From an optimization exercise on the open Yosys and OpenROAD flow, aimed at small area, a short achievable clock period and few clock cycles per item; shortcuts taken in it are not production practice.
In this exercise RTL edits were held to simulation tests only and were not proved equivalent to the original.
Power is estimated from default activity; no workload was simulated.

==> fjord: inputs <==
==> flow/design.v (excerpt) <==
module packet_timestamp_interpolator
(
    input  logic         clk,
    input  logic         rst_n,
    input  logic         cfg_valid,
    output logic         cfg_ready,
    input  logic [1:0]   cfg_index,
    input  logic [63:0]  cfg_data,
    input  logic         in_valid,
    output logic         in_ready,
    input  logic [15:0]  packet_length,
    input  logic [63:0]  cycle_count,
    output logic         out_valid,
    input  logic         out_ready,
    output logic [63:0]  timestamp,
    output logic         recalibrated
);
export LEC_CHECK = 0
export CAP_MARGIN = 35
export CORE_MARGIN = 2
export CORE_UTILIZATION = 40
export SETUP_SLACK_MARGIN = 3.3
export SLEW_MARGIN = 35
export TNS_END_PERCENT = 100
create_clock -name core_clock -period 8.0 [get_ports {clk}]
run.sh (not shown) runs the stock make flow with config.mk's settings and CLKGATE_MAP_FILE= SYNTH_SCRIPT=/design/flow/synth_recipe.tcl, a recipe that flattens the netlist after the stock synthesis.
==> inputs of zinc, as changes to fjord <==
Settings changed: SETUP_SLACK_MARGIN 3.3 to 2.5.
==> comparison <==
Between fjord and zinc, the lower clock power is in fjord (gap about 0.9%, measured against zinc).
Between fjord and zinc, the lower cell count is in zinc (gap about 0.44%, measured against zinc).
Between fjord and zinc, the lower non-clock buffer count is in zinc (gap 33).
Between fjord and zinc, the lower final area is in zinc (gap 1.3%, measured against zinc).
Sequential power is about the same in zinc and fjord.
Between fjord and zinc, the lower routed wire length is in zinc (gap about 1.3%, measured against zinc).
Testbench counts of fjord, summed over its fixed seeds: cycles 4,279, items 2,560.
Testbench counts of zinc, summed over its fixed seeds: cycles 4,279, items 2,560.

* * *

==> inputs of job 6852 <==
Another version of the RTL of packet_timestamp_interpolator (not shown whole).
make LEC_CHECK=0 CAP_MARGIN=35 CORE_MARGIN=2 CORE_UTILIZATION=40 SETUP_SLACK_MARGIN=2.5 SLEW_MARGIN=35 TNS_END_PERCENT=100 finish   # period 8.0 ns
==> job 6022 (differences from job 6852) <==
--- a/flow/design.v
+++ b/flow/design.v
@@ -168,12 +168,13 @@
                    W_UPD  = 5,    
                    W_E    = 6,    
                    W_LT   = 7,    
                    W_SDIV = 8,    
                    W_SFIN = 9,    
-                   W_SF2  = 10;   
-    localparam int NW = 11;
+                   W_SF2  = 10,   
+                   W_M3   = 11;   
+    localparam int NW = 12;
     assign cfg_ready = 1'b1;
     logic [33:0] tick;
     logic [63:0] base_cycles, base_time, anchor;
     logic [6:0]  items;
     logic [22:0] bytes, speed, qs, r;
@@ -186,12 +187,14 @@
     logic [2:0]  dsel, csel;
     logic        ua_can, ub_can, uc_can, ua_busy, ub_busy, uc_busy;
     logic        ua_rv, ub_rv, uc_rv, ua_rc, ub_rc, uc_rc;
     logic [16:0] ua_ra, ub_ra, uc_ra, ua_qa, ub_qa, uc_qa;
     logic        ua_load, ub_load, uc_load, ua_take, ub_take, uc_take;
-    logic        rr_v, rr_rc;
+    logic        rr_v, rr_rc, hl;
     logic [16:0] rr_ra, rr_qa;
+    logic        h_v, h_rc;
+    logic [16:0] h_ra, h_qa;
     logic [1:0]  qcnt;
     logic [22:0] e0_q, e1_q;
     logic        e0_c, e1_c, e0_rc, e1_rc;
     logic        ov, o_rc;
     logic [63:0] ts;
@@ -205,14 +208,15 @@
     assign is_cal     = (items == 7'd64);
     assign rr_v       = (csel[0] && ua_rv) || (csel[1] && ub_rv) || (csel[2] && uc_rv);
     assign rr_rc      = (csel[0] && ua_rc) || (csel[1] && ub_rc) || (csel[2] && uc_rc);
     assign rr_ra      = ({17{csel[0]}} & ua_ra) | ({17{csel[1]}} & ub_ra) | ({17{csel[2]}} & uc_ra);
     assign rr_qa      = ({17{csel[0]}} & ua_qa) | ({17{csel[1]}} & ub_qa) | ({17{csel[2]}} & uc_qa);
-    assign rr_cons    = rr_v && (qcnt != 2'd2);
-    assign ua_take    = rr_cons && csel[0];
-    assign ub_take    = rr_cons && csel[1];
-    assign uc_take    = rr_cons && csel[2];
+    assign rr_cons    = h_v && (qcnt != 2'd2);
+    assign hl         = rr_v && (!h_v || rr_cons);
+    assign ua_take    = hl && csel[0];
+    assign ub_take    = hl && csel[1];
+    assign uc_take    = hl && csel[2];
     assign ua_load    = ib0_v && !ib0_w && dsel[0] && ua_can;
     assign ub_load    = ib0_v && !ib0_w && dsel[1] && ub_can;
     assign uc_load    = ib0_v && !ib0_w && dsel[2] && uc_can;
     assign s2_load    = ua_load || ub_load || uc_load;
     assign in_ready   = !ib_full;
@@ -266,18 +270,18 @@
     logic [24:0] s3_t2;
     logic        s3_c;
     logic [22:0] s3_q;
     logic [16:0] s3_qa;
     assign s3_a  = {1'b0, r};
-    assign s3_b  = {7'd0, rr_ra};
+    assign s3_b  = {7'd0, h_ra};
     assign s3_cc = ~{1'b0, speed};
     assign s3_x  = s3_a ^ s3_b ^ s3_cc;
     assign s3_y  = (s3_a & s3_b) | (s3_a & s3_cc) | (s3_b & s3_cc);
     pti_add #(24) u_s3t  (.a (s3_a), .b (s3_b), .cin (1'b0), .s (s3_t), .cout ());
     pti_add #(25) u_s3t2 (.a ({1'b0, s3_x}), .b ({s3_y, 1'b0}), .cin (1'b1), .s (s3_t2), .cout ());
     assign s3_c  = s3_t2[24];
-    assign s3_qa = st[W_E] ? 17'd0 : rr_qa;
+    assign s3_qa = st[W_E] ? 17'd0 : h_qa;
     pti_add #(23) u_s3q  (.a (qs), .b ({6'd0, s3_qa}), .cin (qc), .s (s3_q), .cout ());
     logic [63:0] ts_sum;
     pti_add #(64) u_ts (.a (anchor), .b ({41'd0, e0_q}), .cin (e0_c), .s (ts_sum), .cout ());
     logic [81:0] wa_b, wa_s;
     logic        wa_cin;
@@ -292,11 +296,11 @@
     logic [35:0] m3_s;
     assign new_speed  = (wn[22:0] == 23'd0) ? 23'd1 : wn[22:0];
     assign speed_next = keep ? speed : new_speed;
     assign big        = (wr != 34'd0) || (dv[6:0] != 7'd0);
     assign e_div      = big ? 23'd1 : r;
-    assign m3_x       = st[W_MUL] ? tick : {11'd0, (st[W_LT] ? e_div : speed)};
+    assign m3_x       = st[W_MUL] ? tick : (st[W_M3] ? dv : {11'd0, speed});
     pti_add #(36) u_m3 (.a ({2'b00, m3_x}), .b ({1'b0, m3_x, 1'b0}), .cin (1'b0), .s (m3_s), .cout ());
     logic [33:0] dv_sm;
     logic        skip, wdone;
     logic        b1, b2, wc1, wc2, wc3;
     logic [35:0] wr4, ws1, ws2, ws3, wrn;
@@ -322,11 +326,11 @@
     logic [6:0] wcnt_dn;
     assign wcnt_dn = wcnt - (skip ? 7'd8 : 7'd2);
     logic [63:0] ela;
     assign ela = wa_s[63:0];
     logic        upd_go, lo_c, ovf, q_ge_r, q_lt_e, est_lt;
-    assign upd_go = st[W_UPD] && ib0_v && ib0_w && !ua_busy && !ub_busy && !uc_busy && !ua_rv && !ub_rv && !uc_rv && (qcnt == 2'd0);
+    assign upd_go = st[W_UPD] && ib0_v && ib0_w && !ua_busy && !ub_busy && !uc_busy && !ua_rv && !ub_rv && !uc_rv && !h_v && (qcnt == 2'd0);
     pti_add #(23) u_ovf (.a (anchor[22:0]), .b (qs), .cin (1'b0), .s (), .cout (lo_c));
     pti_add #(23) u_qge (.a (qs), .b (~r), .cin (1'b1), .s (), .cout (q_ge_r));
     assign ovf    = lo_c && (&anchor[63:23]);
     assign q_lt_e = big || !q_ge_r;
     assign est_lt = (nb != ovf) ? q_lt_e : nb;
@@ -349,10 +353,11 @@
             ib0_v       <= 1'b0;
             ib1_v       <= 1'b0;
             ib_full     <= 1'b0;
             dsel        <= 3'b001;
             csel        <= 3'b001;
+            h_v         <= 1'b0;
             qcnt        <= '0;
             ov          <= 1'b0;
             st          <= NW'(1);
         end
         else
@@ -391,12 +396,16 @@
                 bytes <= '0;
             else if (s2_load)
                 bytes <= bytes_add;
             if (s2_load)
                 dsel <= {dsel[1:0], dsel[2]};
-            if (rr_cons)
+            if (hl)
                 csel <= {csel[1:0], csel[2]};
+            if (hl)
+                h_v <= 1'b1;
+            else if (rr_cons)
+                h_v <= 1'b0;
             if (st[W_SFIN])
             begin
                 qs <= '0;
                 qc <= 1'b0;
                 r  <= '0;
@@ -411,11 +420,11 @@
             begin
                 qs <= s3_q;
                 qc <= s3_c;
                 r  <= s3_c ? s3_t2[22:0] : s3_t[22:0];
             end
-            if (mul_last || st[W_LT] || st[W_SF2])
+            if (mul_last || st[W_M3] || st[W_SF2])
                 m3 <= m3_s;
             case ({rr_cons, pop})
                 2'b10:   qcnt <= qcnt + 2'd1;
                 2'b01:   qcnt <= qcnt - 2'd1;
                 default: ;
@@ -429,11 +438,12 @@
             if (mul_last)                       st <= NW'(1) << W_DIV;
             if (st[W_DIV] && wdone)             st <= NW'(1) << W_NOW;
             if (st[W_NOW])                      st <= NW'(1) << W_UPD;
             if (upd_go)                         st <= NW'(1) << W_E;
             if (st[W_E])                        st <= NW'(1) << W_LT;
-            if (st[W_LT])                       st <= NW'(1) << W_SDIV;
+            if (st[W_LT])                       st <= NW'(1) << W_M3;
+            if (st[W_M3])                       st <= NW'(1) << W_SDIV;
             if (st[W_SDIV] && wdone)            st <= NW'(1) << W_SFIN;
             if (st[W_SFIN])                     st <= NW'(1) << W_SF2;
             if (st[W_SF2])                      st <= NW'(1) << W_IDLE;
             if (st[W_SFIN])
             begin
@@ -465,15 +475,21 @@
             ib1_add <= in_add;
             ib1_bla <= bitlen17(in_add);
             ib1_rc  <= is_cal;
             ib1_w   <= is_cal;
         end
+        if (hl)
+        begin
+            h_ra <= rr_ra;
+            h_qa <= rr_qa;
+            h_rc <= rr_rc;
+        end
         if (rr_cons && (qcnt == 2'd0 || (qcnt == 2'd1 && pop)))
         begin
             e0_q  <= s3_q;
             e0_c  <= s3_c;
-            e0_rc <= rr_rc;
+            e0_rc <= h_rc;
         end
         else if (pop)
         begin
             e0_q  <= e1_q;
             e0_c  <= e1_c;
@@ -481,11 +497,11 @@
         end
         if (rr_cons && qcnt == 2'd1 && !pop)
         begin
             e1_q  <= s3_q;
             e1_c  <= s3_c;
-            e1_rc <= rr_rc;
+            e1_rc <= h_rc;
         end
         if (pop)
         begin
             ts   <= ts_sum;
             o_rc <= e0_rc;
--- a/flow/config.mk
+++ b/flow/config.mk
@@ -6,8 +6,8 @@
 export NUM_CORES = 4
 export LEC_CHECK = 0
 export CAP_MARGIN = 35
 export CORE_MARGIN = 2
 export CORE_UTILIZATION = 40
-export SETUP_SLACK_MARGIN = 2.5
+export SETUP_SLACK_MARGIN = 3.7
 export SLEW_MARGIN = 35
 export TNS_END_PERCENT = 100
==> job 1703 (differences from job 6852) <==
--- a/flow/design.v
+++ b/flow/design.v
@@ -168,12 +168,13 @@
                    W_UPD  = 5,    
                    W_E    = 6,    
                    W_LT   = 7,    
                    W_SDIV = 8,    
                    W_SFIN = 9,    
-                   W_SF2  = 10;   
-    localparam int NW = 11;
+                   W_SF2  = 10,   
+                   W_M3   = 11;   
+    localparam int NW = 12;
     assign cfg_ready = 1'b1;
     logic [33:0] tick;
     logic [63:0] base_cycles, base_time, anchor;
     logic [6:0]  items;
     logic [22:0] bytes, speed, qs, r;
@@ -186,12 +187,14 @@
     logic [2:0]  dsel, csel;
     logic        ua_can, ub_can, uc_can, ua_busy, ub_busy, uc_busy;
     logic        ua_rv, ub_rv, uc_rv, ua_rc, ub_rc, uc_rc;
     logic [16:0] ua_ra, ub_ra, uc_ra, ua_qa, ub_qa, uc_qa;
     logic        ua_load, ub_load, uc_load, ua_take, ub_take, uc_take;
-    logic        rr_v, rr_rc;
+    logic        rr_v, rr_rc, hl;
     logic [16:0] rr_ra, rr_qa;
+    logic        h_v, h_rc;
+    logic [16:0] h_ra, h_qa;
     logic [1:0]  qcnt;
     logic [22:0] e0_q, e1_q;
     logic        e0_c, e1_c, e0_rc, e1_rc;
     logic        ov, o_rc;
     logic [63:0] ts;
@@ -205,14 +208,15 @@
     assign is_cal     = (items == 7'd64);
     assign rr_v       = (csel[0] && ua_rv) || (csel[1] && ub_rv) || (csel[2] && uc_rv);
     assign rr_rc      = (csel[0] && ua_rc) || (csel[1] && ub_rc) || (csel[2] && uc_rc);
     assign rr_ra      = ({17{csel[0]}} & ua_ra) | ({17{csel[1]}} & ub_ra) | ({17{csel[2]}} & uc_ra);
     assign rr_qa      = ({17{csel[0]}} & ua_qa) | ({17{csel[1]}} & ub_qa) | ({17{csel[2]}} & uc_qa);
-    assign rr_cons    = rr_v && (qcnt != 2'd2);
-    assign ua_take    = rr_cons && csel[0];
-    assign ub_take    = rr_cons && csel[1];
-    assign uc_take    = rr_cons && csel[2];
+    assign rr_cons    = h_v && (qcnt != 2'd2);
+    assign hl         = rr_v && (!h_v || rr_cons);
+    assign ua_take    = hl && csel[0];
+    assign ub_take    = hl && csel[1];
+    assign uc_take    = hl && csel[2];
     assign ua_load    = ib0_v && !ib0_w && dsel[0] && ua_can;
     assign ub_load    = ib0_v && !ib0_w && dsel[1] && ub_can;
     assign uc_load    = ib0_v && !ib0_w && dsel[2] && uc_can;
     assign s2_load    = ua_load || ub_load || uc_load;
     assign in_ready   = !ib_full;
@@ -266,18 +270,18 @@
     logic [24:0] s3_t2;
     logic        s3_c;
     logic [22:0] s3_q;
     logic [16:0] s3_qa;
     assign s3_a  = {1'b0, r};
-    assign s3_b  = {7'd0, rr_ra};
+    assign s3_b  = {7'd0, h_ra};
     assign s3_cc = ~{1'b0, speed};
     assign s3_x  = s3_a ^ s3_b ^ s3_cc;
     assign s3_y  = (s3_a & s3_b) | (s3_a & s3_cc) | (s3_b & s3_cc);
     pti_add #(24) u_s3t  (.a (s3_a), .b (s3_b), .cin (1'b0), .s (s3_t), .cout ());
     pti_add #(25) u_s3t2 (.a ({1'b0, s3_x}), .b ({s3_y, 1'b0}), .cin (1'b1), .s (s3_t2), .cout ());
     assign s3_c  = s3_t2[24];
-    assign s3_qa = st[W_E] ? 17'd0 : rr_qa;
+    assign s3_qa = st[W_E] ? 17'd0 : h_qa;
     pti_add #(23) u_s3q  (.a (qs), .b ({6'd0, s3_qa}), .cin (qc), .s (s3_q), .cout ());
     logic [63:0] ts_sum;
     pti_add #(64) u_ts (.a (anchor), .b ({41'd0, e0_q}), .cin (e0_c), .s (ts_sum), .cout ());
     logic [81:0] wa_b, wa_s;
     logic        wa_cin;
@@ -292,11 +296,11 @@
     logic [35:0] m3_s;
     assign new_speed  = (wn[22:0] == 23'd0) ? 23'd1 : wn[22:0];
     assign speed_next = keep ? speed : new_speed;
     assign big        = (wr != 34'd0) || (dv[6:0] != 7'd0);
     assign e_div      = big ? 23'd1 : r;
-    assign m3_x       = st[W_MUL] ? tick : {11'd0, (st[W_LT] ? e_div : speed)};
+    assign m3_x       = st[W_MUL] ? tick : (st[W_M3] ? dv : {11'd0, speed});
     pti_add #(36) u_m3 (.a ({2'b00, m3_x}), .b ({1'b0, m3_x, 1'b0}), .cin (1'b0), .s (m3_s), .cout ());
     logic [33:0] dv_sm;
     logic        skip, wdone;
     logic        b1, b2, wc1, wc2, wc3;
     logic [35:0] wr4, ws1, ws2, ws3, wrn;
@@ -322,11 +326,11 @@
     logic [6:0] wcnt_dn;
     assign wcnt_dn = wcnt - (skip ? 7'd8 : 7'd2);
     logic [63:0] ela;
     assign ela = wa_s[63:0];
     logic        upd_go, lo_c, ovf, q_ge_r, q_lt_e, est_lt;
-    assign upd_go = st[W_UPD] && ib0_v && ib0_w && !ua_busy && !ub_busy && !uc_busy && !ua_rv && !ub_rv && !uc_rv && (qcnt == 2'd0);
+    assign upd_go = st[W_UPD] && ib0_v && ib0_w && !ua_busy && !ub_busy && !uc_busy && !ua_rv && !ub_rv && !uc_rv && !h_v && (qcnt == 2'd0);
     pti_add #(23) u_ovf (.a (anchor[22:0]), .b (qs), .cin (1'b0), .s (), .cout (lo_c));
     pti_add #(23) u_qge (.a (qs), .b (~r), .cin (1'b1), .s (), .cout (q_ge_r));
     assign ovf    = lo_c && (&anchor[63:23]);
     assign q_lt_e = big || !q_ge_r;
     assign est_lt = (nb != ovf) ? q_lt_e : nb;
@@ -349,10 +353,11 @@
             ib0_v       <= 1'b0;
             ib1_v       <= 1'b0;
             ib_full     <= 1'b0;
             dsel        <= 3'b001;
             csel        <= 3'b001;
+            h_v         <= 1'b0;
             qcnt        <= '0;
             ov          <= 1'b0;
             st          <= NW'(1);
         end
         else
@@ -391,12 +396,16 @@
                 bytes <= '0;
             else if (s2_load)
                 bytes <= bytes_add;
             if (s2_load)
                 dsel <= {dsel[1:0], dsel[2]};
-            if (rr_cons)
+            if (hl)
                 csel <= {csel[1:0], csel[2]};
+            if (hl)
+                h_v <= 1'b1;
+            else if (rr_cons)
+                h_v <= 1'b0;
             if (st[W_SFIN])
             begin
                 qs <= '0;
                 qc <= 1'b0;
                 r  <= '0;
@@ -411,11 +420,11 @@
             begin
                 qs <= s3_q;
                 qc <= s3_c;
                 r  <= s3_c ? s3_t2[22:0] : s3_t[22:0];
             end
-            if (mul_last || st[W_LT] || st[W_SF2])
+            if (mul_last || st[W_M3] || st[W_SF2])
                 m3 <= m3_s;
             case ({rr_cons, pop})
                 2'b10:   qcnt <= qcnt + 2'd1;
                 2'b01:   qcnt <= qcnt - 2'd1;
                 default: ;
@@ -429,11 +438,12 @@
             if (mul_last)                       st <= NW'(1) << W_DIV;
             if (st[W_DIV] && wdone)             st <= NW'(1) << W_NOW;
             if (st[W_NOW])                      st <= NW'(1) << W_UPD;
             if (upd_go)                         st <= NW'(1) << W_E;
             if (st[W_E])                        st <= NW'(1) << W_LT;
-            if (st[W_LT])                       st <= NW'(1) << W_SDIV;
+            if (st[W_LT])                       st <= NW'(1) << W_M3;
+            if (st[W_M3])                       st <= NW'(1) << W_SDIV;
             if (st[W_SDIV] && wdone)            st <= NW'(1) << W_SFIN;
             if (st[W_SFIN])                     st <= NW'(1) << W_SF2;
             if (st[W_SF2])                      st <= NW'(1) << W_IDLE;
             if (st[W_SFIN])
             begin
@@ -465,15 +475,21 @@
             ib1_add <= in_add;
             ib1_bla <= bitlen17(in_add);
             ib1_rc  <= is_cal;
             ib1_w   <= is_cal;
         end
+        if (hl)
+        begin
+            h_ra <= rr_ra;
+            h_qa <= rr_qa;
+            h_rc <= rr_rc;
+        end
         if (rr_cons && (qcnt == 2'd0 || (qcnt == 2'd1 && pop)))
         begin
             e0_q  <= s3_q;
             e0_c  <= s3_c;
-            e0_rc <= rr_rc;
+            e0_rc <= h_rc;
         end
         else if (pop)
         begin
             e0_q  <= e1_q;
             e0_c  <= e1_c;
@@ -481,11 +497,11 @@
         end
         if (rr_cons && qcnt == 2'd1 && !pop)
         begin
             e1_q  <= s3_q;
             e1_c  <= s3_c;
-            e1_rc <= rr_rc;
+            e1_rc <= h_rc;
         end
         if (pop)
         begin
             ts   <= ts_sum;
             o_rc <= e0_rc;
--- a/flow/config.mk
+++ b/flow/config.mk
@@ -6,8 +6,6 @@
 export NUM_CORES = 4
 export LEC_CHECK = 0
 export CAP_MARGIN = 35
 export CORE_MARGIN = 2
 export CORE_UTILIZATION = 40
-export SETUP_SLACK_MARGIN = 2.5
 export SLEW_MARGIN = 35
-export TNS_END_PERCENT = 100
==> comparison table <==
| metric | job 6022 | job 6852 | job 1703 |
|---|---|---|---|
| Distinct cell type count of the synthesized netlist | 102 | 97 | 102 |
| Number of vias in the routed layout | 65077 | 63048 | 62514 |
| Psw | 3.32 mW | 3.25 mW | 3.28 mW |
| Maximum number of pins on one net before global-route repair | 110 | 137 | 123 |
| Met3 track demand over resource in global routing | 6.84% | 5.42% | 6.81% |
| Count of clock-net buffers in the final layout | 184 | 156 | 176 |
| Number of ordinary inverters in the final layout | 553 | 533 | 551 |
| Post-synthesis net count | 8721 | 8593 | 8721 |
| Clock latency (worst-skew pair) | 0.82 ns | 0.81 ns | 0.80 ns |
| Fraction of power consumed by combinational cells | 5.4% | 6.2% | 5.2% |
| Horizontal die dimension | 433 µm | 428 µm | 433 µm |
| Chip Height | 433 µm | 428 µm | 433 µm |
| CTS Buf Count | 134 | 121 | 134 |
| Compound-Gate Fraction of Synth Area | 18.9% | 19.4% | 18.9% |
| Run status | no timing/DRC/antenna violations | no timing/DRC/antenna violations | no timing/DRC/antenna violations |
| Simple-gate share of the synthesized area | 14.6% | 14.7% | 14.6% |
Testbench counts of job 6852, summed over its fixed seeds: cycles 4,239, items 2,560.
Testbench counts of job 6022, summed over its fixed seeds: cycles 4,279, items 2,560.
Testbench counts of job 1703, summed over its fixed seeds: cycles 4,279, items 2,560.

-- separate check: timing with driven ports --
No port has a modelled driver above. Below, the same layouts with a new extraction and two added sets of constraints.
Step 1 assumes that a clkbuf_16 drives the clock port and a buf_2 every other input.
Step 2 also shifts input and output timing later by t, the mid clock arrival at the registers, as if the neighbouring blocks saw the same clock.
Three values: ideal ports, drivers, drivers and shift; two values: the first two.
run	shift t [ns]	setup WS [ns]	worst setup path after step 2	slew at the worst register clock pin (ns)
fjord	0.884	3.331 / 3.331 / 3.235	input to register	0.06 / 0.06
zinc	0.868	2.694 / 2.694 / 2.694	register to register	0.07 / 0.07
job 6852	0.874	2.497 / 2.497 / 2.497	register to register	0.07 / 0.07
job 6022	0.883	3.376 / 3.376 / 3.243	input to register	0.07 / 0.07
job 1703	0.866	1.926 / 1.926 / 1.926	register to register	0.07 / 0.07
After both steps setup and hold are still met in every run listed. For job 6022, which loses most, drivers alone change the setup slack by 0.000 ns; drivers and shift together by -0.133 ns.
